What follows belongs to an exercise in optimizing a design on an open flow for small area and a short achievable clock period; a production flow would make more cautious choices. Only simulation tests tie the RTL to the original design; equivalence was not proved. Power is estimated from default activity; no workload was simulated.

==> flow/config.mk <==
export PLATFORM = sky130hd
export DESIGN_NAME = gshare_btb_predictor
export DESIGN_NICKNAME = gshare_btb_predictor
export VERILOG_FILES = /design/flow/design.v
export SDC_FILE = /design/flow/constraint.sdc
export NUM_CORES = 4
export LEC_CHECK = 0
export CAP_MARGIN = 20
export CORE_MARGIN = 2
export CORE_UTILIZATION = 60
export CTS_CLUSTER_DIAMETER = 60
export CTS_CLUSTER_SIZE = 30
export SETUP_SLACK_MARGIN = 5
export SLEW_MARGIN = 20
export TNS_END_PERCENT = 0
==> flow/constraint.sdc <==
create_clock -name core_clock -period 12.0 [get_ports {clk}]
set_input_delay 2.4000 -clock core_clock [delete_from_list [all_inputs] [get_ports {clk}]]
set_output_delay 2.4000 -clock core_clock [all_outputs]
set_load 0.01 [all_outputs]
==> flow/design.v <==
module gshare_btb_predictor #(
  parameter int DATA_WIDTH = 32,
  parameter int PHT_DEPTH  = 1024,
  parameter int HIST_LEN   = 8,
  parameter int BTB_DEPTH  = 64,
  parameter int TAG_W      = 10,
  localparam int IDX_W     = $clog2(PHT_DEPTH),
  localparam int BI_W      = $clog2(BTB_DEPTH)
) (
  input  logic                  clk,
  input  logic                  rst,
  input  logic [DATA_WIDTH-1:0] pc,
  output logic                  pred_taken,
  output logic [DATA_WIDTH-1:0] pred_target,
  output logic [IDX_W-1:0]      pred_index,
  output logic                  ready,
  input  logic                  upd_valid,
  input  logic [DATA_WIDTH-1:0] upd_pc,
  input  logic [IDX_W-1:0]      upd_index,
  input  logic                  upd_taken,
  input  logic [DATA_WIDTH-1:0] upd_target,
  input  logic                  upd_pred_taken,
  input  logic [DATA_WIDTH-1:0] upd_pred_target,
  output logic                  mispredict,
  output logic [DATA_WIDTH-1:0] redirect_pc,
  output logic [31:0]           branch_cnt,
  output logic [31:0]           mispred_cnt
);
  localparam int ROW_W = IDX_W / 2;
  localparam int COL_W = IDX_W - ROW_W;
  localparam int NROW  = 1 << ROW_W;
  localparam int NCOL  = 1 << COL_W;
  logic [IDX_W-1:0]      ptr;
  logic [HIST_LEN-1:0]   ghr;
  logic [PHT_DEPTH-1:0]  pht_hi;
  logic [PHT_DEPTH-1:0]  pht_lo;
  logic [BTB_DEPTH-1:0]  btb_valid;
  logic [TAG_W-1:0]      btb_tag [BTB_DEPTH];
  logic [DATA_WIDTH-1:0] btb_target [BTB_DEPTH];
  logic                  upd_ok;
  logic [NROW-1:0]       row_en;
  logic [NCOL-1:0]       col_en;
  logic [PHT_DEPTH-1:0]  pht_en;
  logic                  cur_hi, cur_lo;
  logic                  nxt_hi, nxt_lo;
  logic [BTB_DEPTH-1:0]  btb_we;
  logic [BI_W-1:0]       lk_bi;
  logic                  btb_hit;
  assign lk_bi       = pc[BI_W+1:2];
  assign pred_index  = pc[IDX_W+1:2] ^ IDX_W'(ghr);
  assign btb_hit     = btb_valid[lk_bi] && (btb_tag[lk_bi] == pc[BI_W+TAG_W+1:BI_W+2]);
  assign pred_taken  = ready && btb_hit && pht_hi[pred_index];
  assign pred_target = pred_taken ? btb_target[lk_bi] : pc + DATA_WIDTH'(4);
  assign mispredict  = upd_valid && ready &&
                       ((upd_pred_taken != upd_taken) ||
                        (upd_taken && (upd_pred_target != upd_target)));
  assign redirect_pc = upd_taken ? upd_target : upd_pc + DATA_WIDTH'(4);
  assign upd_ok = upd_valid && ready;
  always_ff @(posedge clk) begin
    if (rst) begin
      ready <= 1'b0;
      ptr   <= '0;
    end else begin
      ptr <= ptr + 1'b1;
      if (&ptr) ready <= 1'b1;
    end
  end
  always_ff @(posedge clk) begin
    if (rst) begin
      ghr         <= '0;
      branch_cnt  <= '0;
      mispred_cnt <= '0;
    end else if (upd_ok) begin
      ghr <= {ghr[HIST_LEN-2:0], upd_taken};
      if (branch_cnt != 32'hFFFF_FFFF) branch_cnt <= branch_cnt + 32'd1;
      if (mispredict && (mispred_cnt != 32'hFFFF_FFFF)) mispred_cnt <= mispred_cnt + 32'd1;
    end
  end
  always_comb begin
    for (int r = 0; r < NROW; r++)
      row_en[r] = (upd_valid && (upd_index[IDX_W-1:COL_W] == ROW_W'(r))) || !ready;
    for (int c = 0; c < NCOL; c++)
      col_en[c] = (upd_index[COL_W-1:0] == COL_W'(c)) || !ready;
    for (int i = 0; i < PHT_DEPTH; i++)
      pht_en[i] = row_en[i / NCOL] && col_en[i % NCOL];
  end
  assign cur_hi = |(pht_en & pht_hi);
  assign cur_lo = |(pht_en & pht_lo);
  assign nxt_hi = (cur_hi & cur_lo) | (upd_taken & (cur_hi | cur_lo));
  assign nxt_lo = (cur_hi & ~cur_lo) | (upd_taken & (cur_hi | ~cur_lo));
  for (genvar i = 0; i < PHT_DEPTH; i++) begin : g_pht
    always_ff @(posedge clk) begin
      if (pht_en[i]) begin
        pht_hi[i] <= ready && nxt_hi;
        pht_lo[i] <= !ready || nxt_lo;
      end
    end
  end
  always_comb begin
    for (int j = 0; j < BTB_DEPTH; j++)
      btb_we[j] = upd_valid && upd_taken && (upd_pc[BI_W+1:2] == BI_W'(j));
  end
  for (genvar j = 0; j < BTB_DEPTH; j++) begin : g_btb
    always_ff @(posedge clk) begin
      if (btb_we[j] || !ready) btb_valid[j] <= ready;
      if (btb_we[j]) begin
        btb_tag[j]    <= upd_pc[BI_W+TAG_W+1:BI_W+2];
        btb_target[j] <= upd_target;
      end
    end
  end
endmodule
==> flow/run.sh <==
#!/bin/bash
# synth_recipe.tcl (not shown) runs the flow's synth.tcl, then flattens the netlist and writes it again
# the make line also repeats each setting of config.mk as NAME=value (left out here)
make -C /OpenROAD-flow-scripts/flow DESIGN_CONFIG=/design/flow/config.mk WORK_HOME=/design/flow/orfs CLKGATE_MAP_FILE= SYNTH_SCRIPT=/design/flow/synth_recipe.tcl finish
==> impl_metrics.json, run 1 <==
{
  "status": "stopped before the end",
  "lastStage": "5_1_grt",
  "first-error": "[ERROR GRT-0116] Global routing finished with congestion. Check the congestion regions in the DRC Viewer.",
  "clockBufferDepth": 4,
  "die_w_microns": 573,
  "ys_seq_area_share_pct": 75.0,
  "ctsHoldBuffers": 0,
  "dpl.hpwl_microns": 796000,
  "yosysWarnings": 3,
  "synthTopCellsByArea": "edfxtp_1 (74%), a22oi_1 (6.2%), nor2_1 (2.5%)",
  "grt_max_degree": 216,
  "yosys.area.top_type": "edfxtp_1",
  "dpl-instance-area_sq_um": 208000,
  "syn_area_per_cell_sq_um": 15.1,
  "synth_fa_ha_area_share_pct": 0.0759,
  "placed_cells": 17400,
  "htree_levels": 5,
  "synth_top_area_share_pct": 74.1,
  "row_count": 209,
  "synth_compound_area_share_pct": 9.01,
  "syn_nets": 13000,
  "synthMuxAreaShare_pct": 3.58,
  "root_buffer": "clkbuf_16",
  "grt_pass1_vias": 172000,
  "post-place-ws_ns": 0.334,
  "ys_types": 83,
  "synth_top_family_by_area": "simple AND/OR/NAND/NOR gates",
  "gp_congestion": 1.34,
  "synth_area_sq_um": 194000,
  "die_h_microns": 573,
  "synth_cells": 12900,
  "ios": 284,
  "synth_seq_cells": 4883,
  "grt_use_total_pct": 82.1,
  "grt_overflow": 455,
  "cts_buffers": 325,
  "start_util_pct": 60.1,
  "yosys-top-cells-count": "edfxtp_1 (4800), a22oi_1 (1601), nor2_1 (1315), nand2_1 (942), nand3_1 (813)",
  "synth-simple-area-share_pct": 9.83,
  "port_buffers": 283,
  "post-synth-top-count-cell": "edfxtp_1",
  "synth-main-ff-cell": "edfxtp_1",
  "synth_xor_area_share_pct": 0.748,
  "synthArstFlopShare_pct": 0,
  "grt_pass1_wl_microns": 1800000,
  "synth_edf_count": 4800,
  "cts.sinks": 4883
}
[worst max-delay path by stage]
stage                     depth (start not counted)  slack [ns]         start             end
after CTS                                        17        2.94         pc[2]  pred_target[3]
after detailed placement                         16        0.33         pc[2]  pred_target[2]
after floorplan                                  16        2.35  upd_index[7]       pht_hi[0]
after global placement                           16        0.42         pc[2]  pred_target[2]
[layer usage]
| metal | GRT usage, % | overflow |
|---|---|---|
| met2 | 92.2 | 214 |
| met5 | 53.5 | 3 |
| met4 | 78.6 | 197 |
| met3 | 73.0 | 23 |
| met1 | 83.3 | 18 |
[cells by family after synthesis]
kind of cell	after synthesis
xor+xnor	166
simple gates	4102
fa+ha+maj	12
flops	4883
buf+inv	886
compound gates	2381
mux	423
[repair_timing]
action	4_1_cts
resized for setup	367
buffers inserted	100
pin swaps	63
cloned	11
endpoints found under the hold margin	0
endpoints found under the setup margin	2111
[power groups by stage]
stage	clock (mW)	sequential [mW]	combinational, mW
2_1_floorplan	0	19.0	0.387
3_3_place_gp	0	19.0	0.992
3_5_place_dp	0	19.0	1.01
4_1_cts	12.6	18.6	1.10
==> inputs of run 2 (changes only) <==
--- a/flow/design.v
+++ b/flow/design.v
@@ -1,2 +1,97 @@
+module gbp_aoi22 (input logic a0, b0, a1, b1, output logic y);
+  assign y = ~((a0 & b0) | (a1 & b1));
+endmodule
+module gbp_nand4 (input logic a, b, c, d, output logic y);
+  assign y = ~(a & b & c & d);
+endmodule
+module gbp_nor4 (input logic a, b, c, d, output logic y);
+  assign y = ~(a | b | c | d);
+endmodule
+module gbp_nand3 (input logic a, b, c, output logic y);
+  assign y = ~(a & b & c);
+endmodule
+module gbp_nor3 (input logic a, b, c, output logic y);
+  assign y = ~(a | b | c);
+endmodule
+module gbp_nor2 (input logic a, b, output logic y);
+  assign y = ~(a | b);
+endmodule
+module gbp_and4 (input logic a, b, c, d, output logic y);
+  assign y = a & b & c & d;
+endmodule
+module gbp_sel8 (input logic [7:0] data, input logic [7:0] sel, output logic y);
+  assign y = ~(~((sel[0] & data[0]) | (sel[1] & data[1])) &
+               ~((sel[2] & data[2]) | (sel[3] & data[3])) &
+               ~((sel[4] & data[4]) | (sel[5] & data[5])) &
+               ~((sel[6] & data[6]) | (sel[7] & data[7])));
+endmodule
+module gbp_oai211 (input logic a1, a2, b, c, output logic y);
+  assign y = ~((a1 | a2) & b & c);
+endmodule
+module gbp_nand2 (input logic a, b, output logic y);
+  assign y = ~(a & b);
+endmodule
+module gbp_xnor2 (input logic a, b, output logic y);
+  assign y = ~(a ^ b);
+endmodule
+module gbp_inv (input logic a, output logic y);
+  assign y = ~a;
+endmodule
+module gbp_mux2 (input logic s, a, b, output logic y);
+  assign y = s ? b : a;
+endmodule
+module gbp_decode #(
+  parameter int W = 5
+) (
+  input  logic [W-1:0]      idx,
+  output logic [(1<<W)-1:0] hot
+);
+  always_comb begin
+    for (int i = 0; i < (1 << W); i++) hot[i] = (idx == W'(i));
+  end
+endmodule
+module gbp_read64 (
+  input  logic [63:0] data,
+  input  logic [63:0] sel,
+  output logic        out
+);
+  logic [7:0] l1;
+  logic [3:0] l2;
+  for (genvar g = 0; g < 8; g++) begin : g1
+    gbp_sel8 u (.data(data[8*g +: 8]), .sel(sel[8*g +: 8]), .y(l1[g]));
+  end
+  for (genvar h = 0; h < 4; h++) begin : g2
+    gbp_nor2 u (.a(l1[2*h]), .b(l1[2*h+1]), .y(l2[h]));
+  end
+  gbp_nand4 u3 (.a(l2[0]), .b(l2[1]), .c(l2[2]), .d(l2[3]), .y(out));
+endmodule
+module gbp_read1024 (
+  input  logic [1023:0] data,
+  input  logic [31:0]   row,
+  input  logic [31:0]   col,
+  output logic [1:0]    half    
+);
+  logic [127:0] l1;    
+  logic [63:0]  l2;    
+  logic [15:0]  l3;    
+  logic [7:0]   l4;    
+  for (genvar r = 0; r < 32; r++) begin : g_r
+    for (genvar g = 0; g < 4; g++) begin : g1
+      gbp_sel8 u (.data(data[32*r+8*g +: 8]), .sel(col[8*g +: 8]), .y(l1[4*r+g]));
+    end
+    for (genvar h = 0; h < 2; h++) begin : g2
+      gbp_aoi22 u (.a0(row[r]), .b0(l1[4*r+2*h]), .a1(row[r]), .b1(l1[4*r+2*h+1]), .y(l2[2*r+h]));
+    end
+  end
+  for (genvar n = 0; n < 16; n++) begin : g3
+    gbp_nand4 u (.a(l2[4*n]), .b(l2[4*n+1]), .c(l2[4*n+2]), .d(l2[4*n+3]), .y(l3[n]));
+  end
+  for (genvar k = 0; k < 8; k++) begin : g4
+    gbp_nor2 u (.a(l3[2*k]), .b(l3[2*k+1]), .y(l4[k]));
+  end
+  for (genvar m = 0; m < 2; m++) begin : g5
+    gbp_nand4 u (.a(l4[4*m]), .b(l4[4*m+1]), .c(l4[4*m+2]), .d(l4[4*m+3]), .y(half[m]));
+  end
+endmodule
 module gshare_btb_predictor #(
   parameter int DATA_WIDTH = 32,
@@ -45,11 +140,49 @@
   logic                  nxt_hi, nxt_lo;
   logic [BTB_DEPTH-1:0]  btb_we;
-  logic [BI_W-1:0]       lk_bi;
-  logic                  btb_hit;
-  assign lk_bi       = pc[BI_W+1:2];
+  localparam int BTB_W = 1 + TAG_W + DATA_WIDTH;
+  logic [NROW-1:0]       lk_row;
+  logic [NCOL-1:0]       lk_col;
+  logic [BTB_DEPTH-1:0]  lk_sel;
+  logic [BTB_W-1:0]      lk_entry;
+  logic [TAG_W-1:0]      lk_eq;
+  logic [1:0]            lk_eq_n;
+  logic                  lk_eq_lo, lk_eq_hi;
+  logic [1:0]            lk_dir;
+  logic [NROW-1:0]       up_row;
+  logic [NCOL-1:0]       up_col;
+  logic [1:0]            cur_hi_half, cur_lo_half;
+  logic                  take_n;
+  logic [DATA_WIDTH-1:0] pc_next;
   assign pred_index  = pc[IDX_W+1:2] ^ IDX_W'(ghr);
-  assign btb_hit     = btb_valid[lk_bi] && (btb_tag[lk_bi] == pc[BI_W+TAG_W+1:BI_W+2]);
-  assign pred_taken  = ready && btb_hit && pht_hi[pred_index];
-  assign pred_target = pred_taken ? btb_target[lk_bi] : pc + DATA_WIDTH'(4);
+  gbp_decode #(.W(ROW_W)) u_lk_row (.idx(pred_index[IDX_W-1:COL_W]), .hot(lk_row));
+  gbp_decode #(.W(COL_W)) u_lk_col (.idx(pred_index[COL_W-1:0]),     .hot(lk_col));
+  gbp_read1024 u_lk_pht (.data(pht_hi), .row(lk_row), .col(lk_col), .half(lk_dir));
+  gbp_decode #(.W(BI_W)) u_lk_sel (.idx(pc[BI_W+1:2]), .hot(lk_sel));
+  for (genvar b = 0; b < BTB_W; b++) begin : g_lk
+    logic [BTB_DEPTH-1:0] column;
+    for (genvar j = 0; j < BTB_DEPTH; j++) begin : g_j
+      if (b == 0) begin : g_v
+        assign column[j] = btb_valid[j];
+      end else if (b <= TAG_W) begin : g_t
+        assign column[j] = btb_tag[j][b-1];
+      end else begin : g_g
+        assign column[j] = btb_target[j][b-1-TAG_W];
+      end
+    end
+    gbp_read64 u_rd (.data(column), .sel(lk_sel), .out(lk_entry[b]));
+  end
+  for (genvar k = 0; k < TAG_W; k++) begin : g_eq
+    gbp_xnor2 u_eq (.a(lk_entry[k+1]), .b(pc[BI_W+2+k]), .y(lk_eq[k]));
+  end
+  gbp_nand4 u_eq0 (.a(lk_eq[0]), .b(lk_eq[1]), .c(lk_eq[2]), .d(lk_eq[3]), .y(lk_eq_n[0]));
+  gbp_nand4 u_eq1 (.a(lk_eq[4]), .b(lk_eq[5]), .c(lk_eq[6]), .d(lk_eq[7]), .y(lk_eq_n[1]));
+  gbp_nor2  u_eq2 (.a(lk_eq_n[0]), .b(lk_eq_n[1]), .y(lk_eq_lo));
+  gbp_and4  u_eq3 (.a(lk_eq[8]), .b(lk_eq[9]), .c(lk_entry[0]), .d(ready), .y(lk_eq_hi));
+  gbp_oai211 u_take (.a1(lk_dir[0]), .a2(lk_dir[1]), .b(lk_eq_lo), .c(lk_eq_hi), .y(take_n));
+  gbp_inv   u_pt (.a(take_n), .y(pred_taken));
+  assign pc_next = pc + DATA_WIDTH'(4);
+  for (genvar k = 0; k < DATA_WIDTH; k++) begin : g_pt
+    gbp_mux2 u_mx (.s(take_n), .a(lk_entry[TAG_W+1+k]), .b(pc_next[k]), .y(pred_target[k]));
+  end
   assign mispredict  = upd_valid && ready &&
                        ((upd_pred_taken != upd_taken) ||
@@ -85,6 +218,10 @@
       pht_en[i] = row_en[i / NCOL] && col_en[i % NCOL];
   end
-  assign cur_hi = |(pht_en & pht_hi);
-  assign cur_lo = |(pht_en & pht_lo);
+  gbp_decode #(.W(ROW_W)) u_up_row (.idx(upd_index[IDX_W-1:COL_W]), .hot(up_row));
+  gbp_decode #(.W(COL_W)) u_up_col (.idx(upd_index[COL_W-1:0]),     .hot(up_col));
+  gbp_read1024 u_up_hi (.data(pht_hi), .row(up_row), .col(up_col), .half(cur_hi_half));
+  gbp_read1024 u_up_lo (.data(pht_lo), .row(up_row), .col(up_col), .half(cur_lo_half));
+  assign cur_hi = |cur_hi_half;
+  assign cur_lo = |cur_lo_half;
   assign nxt_hi = (cur_hi & cur_lo) | (upd_taken & (cur_hi | cur_lo));
   assign nxt_lo = (cur_hi & ~cur_lo) | (upd_taken & (cur_hi | ~cur_lo));
--- a/flow/config.mk
+++ b/flow/config.mk
@@ -8,8 +8,9 @@
 export CAP_MARGIN = 20
 export CORE_MARGIN = 2
-export CORE_UTILIZATION = 60
+export CORE_UTILIZATION = 68
 export CTS_CLUSTER_DIAMETER = 60
-export CTS_CLUSTER_SIZE = 30
+export CTS_CLUSTER_SIZE = 25
 export SETUP_SLACK_MARGIN = 5
 export SLEW_MARGIN = 20
-export TNS_END_PERCENT = 0
+export SYNTH_HIERARCHICAL = 1
+export TNS_END_PERCENT = 5
==> run 2 against run 1 <==
Compared with the run above: the run now finishes clean; area after synthesis decreased by 3.3%; synthesized cell count decreased by 10%.
==> impl_metrics.json, run 2 <==
{
  "synth-main-ff-cell": "edfxtp_1",
  "grt_max_degree": 285,
  "power.density_nw_per_um2": 144,
  "synth_top_area_share_pct": 76.7,
  "die_w_microns": 530,
  "die_h_microns": 530,
  "clockBufferDepth": 4,
  "cts_tree": "built",
  "hold_class": "flip-flop to flip-flop",
  "htree_levels": 5,
  "grt_pass1_wl_microns": 955000,
  "synth_seq_cells": 4883,
  "reg_top3": "btb_target: 2048 flops, pht_hi: 1024 flops, pht_lo: 1024 flops",
  "setup_viol": 0,
  "final_util_pct": 78.1,
  "status": "timing/DRC/antenna clean",
  "multi_input_area_sq_um": 44300,
  "yosysWarnings": 11,
  "vias": 131000,
  "firstDrtPassIters": 20,
  "reg2reg_depth": 11,
  "antenna_left": 0,
  "worstHoldEndpoint": "ptr[0]",
  "required_ns": 9.60,
  "r2r_end": "pht_lo[14]",
  "post-synth-top-count-cell": "edfxtp_1",
  "p_leak_nw": 66.7,
  "die_area_sq_um": 281000,
  "drc": 0,
  "viasPerCell": 7.89,
  "area_delta_synth_final_pct": 14.5,
  "min_period_ns": 8.93,
  "mostFrequentLayoutCell": "edfxtp_1",
  "relSlewSlack_pct": 14.2,
  "core-area_sq_um": 276000,
  "finalSetupTns_ns": 0,
  "slew_viol_final": 0,
  "setup_ws_ns": 3.07,
  "worst-setup-path-type": "input port to primary output",
  "skew_ns": 0.0531,
  "grt_pass1_vias": 123000,
  "grt_use_total_pct": 49.5,
  "syn_area_per_cell_sq_um": 16.3,
  "max_freq_ghz": 0.112,
  "hold_viol": 0,
  "ios": 284,
  "ctsHoldBuffers": 0,
  "antenna_found_initial": 51,
  "yosys.area.top_type": "edfxtp_1",
  "synth_cells": 11600,
  "synthTopCellsByArea": "edfxtp_1 (77%), a22oi_1 (12%), nor2_1 (3.2%)",
  "ys_types": 52,
  "ys_seq_area_share_pct": 77.5,
  "drtIter0Drc": 25900,
  "gp_congestion": 1.09,
  "worstReg2RegStart": "pht_hi[691]",
  "r2r_slack_ns": 6.70,
  "cts.sinks": 4883,
  "fin_crit_sh_pct": 74.5,
  "root_buffer": "clkbuf_16",
  "hp-start": "ptr[0]",
  "cp_max_fo": 15,
  "grt_overflow": 0,
  "port_buffers": 283,
  "yosys-top-cells-count": "edfxtp_1 (4800), a22oi_1 (2912), nor2_1 (1606), nand4_1 (869), clkbuf_1 (274)",
  "tightest_slew_ns": 1.28,
  "rsz0062_at_grt": "true",
  "syn_nets": 11700,
  "cp-end-kind": "primary output",
  "row_count": 193,
  "largest_register": "btb_target",
  "largest_register_ffs": 2048,
  "start_util_pct": 68.2,
  "cts_buffers": 283,
  "ir_drop_mv": 0.157,
  "clk_latency_ns": 0.98,
  "regArea_sq_um": 146000,
  "wl_per_cell_microns": 42.2,
  "drive_gt1_share_pct": 16.1,
  "final.fill_count": 15600,
  "clk_pin_slew_ns": 0.09,
  "crit_path_start_kind": "input port",
  "routed_wl_microns": 701000,
  "dpl.hpwl_microns": 406000,
  "final_cell_mix": "edfxtp_1 (4800), a22oi_1 (2888), nor2_1 (1319), nand4_1 (869), buf_4 (636)",
  "fin_nets": 12800,
  "synthArstFlopShare_pct": 0,
  "post-place-ws_ns": 1.07,
  "arrival_ns": 6.53,
  "whs_path_depth": 1,
  "synth_edf_count": 4800,
  "crit_start": "pc[5]",
  "synth_area_sq_um": 188000,
  "drv_cap": 0
}
==> run 2: changes by cell type after synthesis, moves of 78 or more <==
cell      before   now
a221oi_1      93     0
a22oi_1     1601  2912
a22oi_2        0   192
and3_1       141    17
buf_1        212     5
clkbuf_1     564   274
mux2i_1      197     1
mux4_2       217     0
nand2_1      942   116
nand3_1      813    57
nand4_1      482   869
nor2_1      1315  1606
nor4_1       154    19
o21ai_0      185   107
==> run 2: critical path, cell delays in order <==
cell	delay, ns
buf_8	0.12
buf_12	0.13
xor2_4	0.23
buf_6	0.17
nand3b_1	0.18
buf_6	0.18
nor2_4	0.08
buf_12	0.16
buf_4	0.14
a22oi_1	0.20
nand4_1	0.17
a22oi_2	0.42
nand4_1	0.34
nor2_1	0.19
nand4_1	0.16
o211ai_4	0.24
buf_12	0.17
buf_16	0.12
buf_12	0.14
buf_4	0.13
clkinvlp_4	0.21
buf_6	0.20
==> run 2: logic make-up (layout without fill, tap and decap cells) <==
kind of cell | Yosys count | after routing | share of synthesized area (%)
XOR/XNOR | 139 | 139 | 0.647
adder cells (fa/ha/maj) | 8 | 8 | 0.0532
AND/OR/NAND/NOR | 2870 | 2915 | 7.34
other | 0 | 37 | 0
flip-flops | 4883 | 4883 | 77.5
multiplexers | 48 | 48 | 0.351
AO/OA/AOI/OAI | 3300 | 3301 | 13.5
buffers and inverters | 305 | 1588 | 0.617
==> run 2: how the worst max path moves through the flow <==
stage	endpoint	slack [ns]	cells after the start
after global placement	pred_taken	0.89	15
final	pred_taken	3.07	22
after CTS	pred_target[9]	3.46	20
after global routing	pred_target[8]	3.19	20
after floorplan	pht_hi[0]	-3.67	10
after detailed placement	pred_taken	1.07	16
==> run 2: where the power goes <==
| part | total, mW | switching (mW) | leakage [nW] | internal, mW |
|---|---|---|---|---|
| Clock | 11.0 | 5.91 | 4.66 | 5.12 |
| Sequential | 18.6 | 0.00999 | 46.4 | 18.6 |
| Combinational | 1.28 | 0.954 | 15.7 | 0.323 |
| Total | 30.9 | 6.87 | 66.7 | 24.0 |
==> run 2: timing repair <==
action | 4_1_cts | 5_1_grt
gates resized for setup | 591 | 41
pin swaps | 183 | 40
cloned | 76 | 1
setup buffers | 297 | 23
endpoints found under the setup margin | 2090 | 2070
==> run 2: cell type report <==
type                    count  share of cell area, %
diodes                     37                 0.0430
clock buffers             316                   3.48
clock inverters           165                  0.987
inverters                  17                 0.0325
multi-input cells        6411                   20.6
flip-flops and latches   4883                   67.7
well taps                3705                   2.15
repair buffers           1090                   4.99
==> run 2: routing by layer <==
layer / share of wire (%) / vias up / global-route usage [%]
met1: 29 / 64100 / 58.4
met5: 0.030 / - / 0.137
met4: 13 / 26 / 49.4
met2: 43 / 13200 / 71.2
met3: 15 / 3226 / 15.4
li1: - / 50700 / -
==> run 2: through the flow <==
stage	std cells	total power, mW	hold WS (ns)	cell area [sq um]
floorplan	11600	19.3	0.418	188000
global placement	15700	20.0	0.427	200000
detailed placement	15700	20.0	0.436	200000
CTS	16600	30.8	0.456	215000
global route	16600	31.4	0.475	215000
finish	16600	30.9	0.458	215000
==> run 2: Yosys stat by module, one instance, submodules excluded, a selection <==
module / copies in the design / cells inside
gbp_inv: 1 / 1
gbp_aoi22: 192 / 1
gbp_nor2: 197 / 1
gbp_nand4: 99 / 1
gbp_oai211: 1 / 1
gbp_and4: 1 / 1
gshare_btb_predictor: 1 / 7097
gbp_sel8: 728 / 5
gbp_mux2: 32 / 1
gbp_xnor2: 10 / 1
==> inputs of run 3 (changes only) <==
--- a/flow/design.v
+++ b/flow/design.v
@@ -37,7 +37,4 @@
 module gbp_inv (input logic a, output logic y);
   assign y = ~a;
-endmodule
-module gbp_mux2 (input logic s, a, b, output logic y);
-  assign y = s ? b : a;
 endmodule
 module gbp_decode #(
@@ -153,4 +150,5 @@
   logic [1:0]            cur_hi_half, cur_lo_half;
   logic                  take_n;
+  logic                  take;
   logic [DATA_WIDTH-1:0] pc_next;
   assign pred_index  = pc[IDX_W+1:2] ^ IDX_W'(ghr);
@@ -180,8 +178,12 @@
   gbp_and4  u_eq3 (.a(lk_eq[8]), .b(lk_eq[9]), .c(lk_entry[0]), .d(ready), .y(lk_eq_hi));
   gbp_oai211 u_take (.a1(lk_dir[0]), .a2(lk_dir[1]), .b(lk_eq_lo), .c(lk_eq_hi), .y(take_n));
-  gbp_inv   u_pt (.a(take_n), .y(pred_taken));
+  gbp_inv   u_pt (.a(take_n), .y(take));
+  assign pred_taken = take;
   assign pc_next = pc + DATA_WIDTH'(4);
   for (genvar k = 0; k < DATA_WIDTH; k++) begin : g_pt
-    gbp_mux2 u_mx (.s(take_n), .a(lk_entry[TAG_W+1+k]), .b(pc_next[k]), .y(pred_target[k]));
+    logic sel_tgt_n, sel_seq_n;
+    gbp_nand2 u_t (.a(take),   .b(lk_entry[TAG_W+1+k]), .y(sel_tgt_n));
+    gbp_nand2 u_s (.a(take_n), .b(pc_next[k]),          .y(sel_seq_n));
+    gbp_nand2 u_o (.a(sel_tgt_n), .b(sel_seq_n),         .y(pred_target[k]));
   end
   assign mispredict  = upd_valid && ready &&
--- a/flow/config.mk
+++ b/flow/config.mk
@@ -8,5 +8,5 @@
 export CAP_MARGIN = 20
 export CORE_MARGIN = 2
-export CORE_UTILIZATION = 68
+export CORE_UTILIZATION = 78
 export CTS_CLUSTER_DIAMETER = 60
 export CTS_CLUSTER_SIZE = 25
==> run 3 against run 2 <==
Compared with the run above: the run now fails in 4_1_cts; synthesized cell count increased by 0.55%; area after synthesis about the same.
==> impl_metrics.json, run 3 <==
{
  "postCtsResizedCells": 362,
  "yosysWarnings": 11,
  "syn_nets": 11800,
  "yosys-top-cells-count": "edfxtp_1 (4800), a22oi_1 (2912), nor2_1 (1606), nand4_1 (869), clkbuf_1 (274)",
  "syn_area_per_cell_sq_um": 16.2,
  "htree_levels": 4,
  "ios": 284,
  "ctsHoldBuffers": 0,
  "die_w_microns": 495,
  "synth_top_area_share_pct": 76.7,
  "cts.sinks": 4883,
  "row_count": 180,
  "yosys.area.top_type": "edfxtp_1",
  "lastStage": "4_1_cts",
  "ys_seq_area_share_pct": 77.6,
  "clockBufferDepth": 3,
  "synth_edf_count": 4800,
  "post-synth-top-count-cell": "edfxtp_1",
  "dpl.hpwl_microns": 396000,
  "synth_seq_cells": 4883,
  "synthArstFlopShare_pct": 0,
  "synth_area_sq_um": 188000,
  "synthTopCellsByArea": "edfxtp_1 (77%), a22oi_1 (12%), nor2_1 (3.2%)",
  "dpl-instance-area_sq_um": 199000,
  "cts_setup_buffers": 184,
  "die_h_microns": 495,
  "root_buffer": "clkbuf_16",
  "port_buffers": 283,
  "cts_buffers": 237,
  "synth_cells": 11600,
  "gp_congestion": 1.05,
  "ys_types": 51,
  "status": "stopped before the end",
  "start_util_pct": 78.3,
  "first-error": "[ERROR DPL-0033] detailed placement checks failed during check placement.",
  "synth-main-ff-cell": "edfxtp_1"
}
[run 3: how the worst min path moves through the flow]
stage	startpoint	endpoint	slack (ns)
after floorplan	ptr[0]	ptr[0]	0.42
after global placement	ptr[0]	ptr[0]	0.42
after detailed placement	ptr[0]	ptr[0]	0.45
[run 3: per-module statistics from Yosys (local to each module, per instance), excerpt]
module | area (sq um) | cells
gbp_nand4 | 6.26 | 1
gbp_oai211 | 12.5 | 1
gbp_nor2 | 3.75 | 1
gbp_and4 | 8.76 | 1
gbp_inv | 3.75 | 1
gshare_btb_predictor | 156000 | 7097
gbp_aoi22 | 12.5 | 1
gbp_sel8 | 36.3 | 5
[run 3: per-stage QoR]
stage | hold WS (ns) | instances | setup TNS (ns) | setup WS (ns)
3_5_place_dp | 0.452 | 15200 | 0 | 1.06
3_3_place_gp | 0.425 | 15200 | 0 | 1.17
2_1_floorplan | 0.418 | 11600 | -4729.91 | -3.67
[run 3: power groups by stage]
stage	Clock (mW)	Sequential, mW	Combinational (mW)
3_3_place_gp	0	19.0	0.973
2_1_floorplan	0	19.0	0.333
3_5_place_dp	0	19.0	1.00
[run 3: cell families after synthesis]
logic type                 synth area share [%]
AOI/OAI and AO/OA                          13.5
xor gates and xnor gates                  0.648
adders and majority gates                0.0533
buffers and inverters                     0.618
DFF                                        77.6
muxes                                    0.0952
and+or+nand+nor                            7.53

separate check: timing with driven ports:
No port has a modelled driver above. Below, the same layout with a new extraction and two added sets of constraints. Step 1 (the two cells are an assumption about what drives the block):
set clk [get_ports {clk}]
set_driving_cell -lib_cell sky130_fd_sc_hd__clkbuf_16 $clk
set_driving_cell -lib_cell sky130_fd_sc_hd__buf_2 [delete_from_list [all_inputs] $clk]
Step 2 also shifts input and output timing later by t, the mid clock arrival at the registers, as if the neighbouring blocks saw the same clock. Three values: ideal, step 1, step 2; two values: the first two.
run: run 2
t (ns): 1.067
setup WS [ns]: 3.066 / 2.842 / 2.842
worst register clock-pin slew, ns: 0.10 / 0.10
worst slew at a driven data input, ns: 0.23
After both steps setup and hold are still met in run 2. The setup slack of run 2 moves by -0.224 ns with the drivers and by -0.224 ns with both steps.
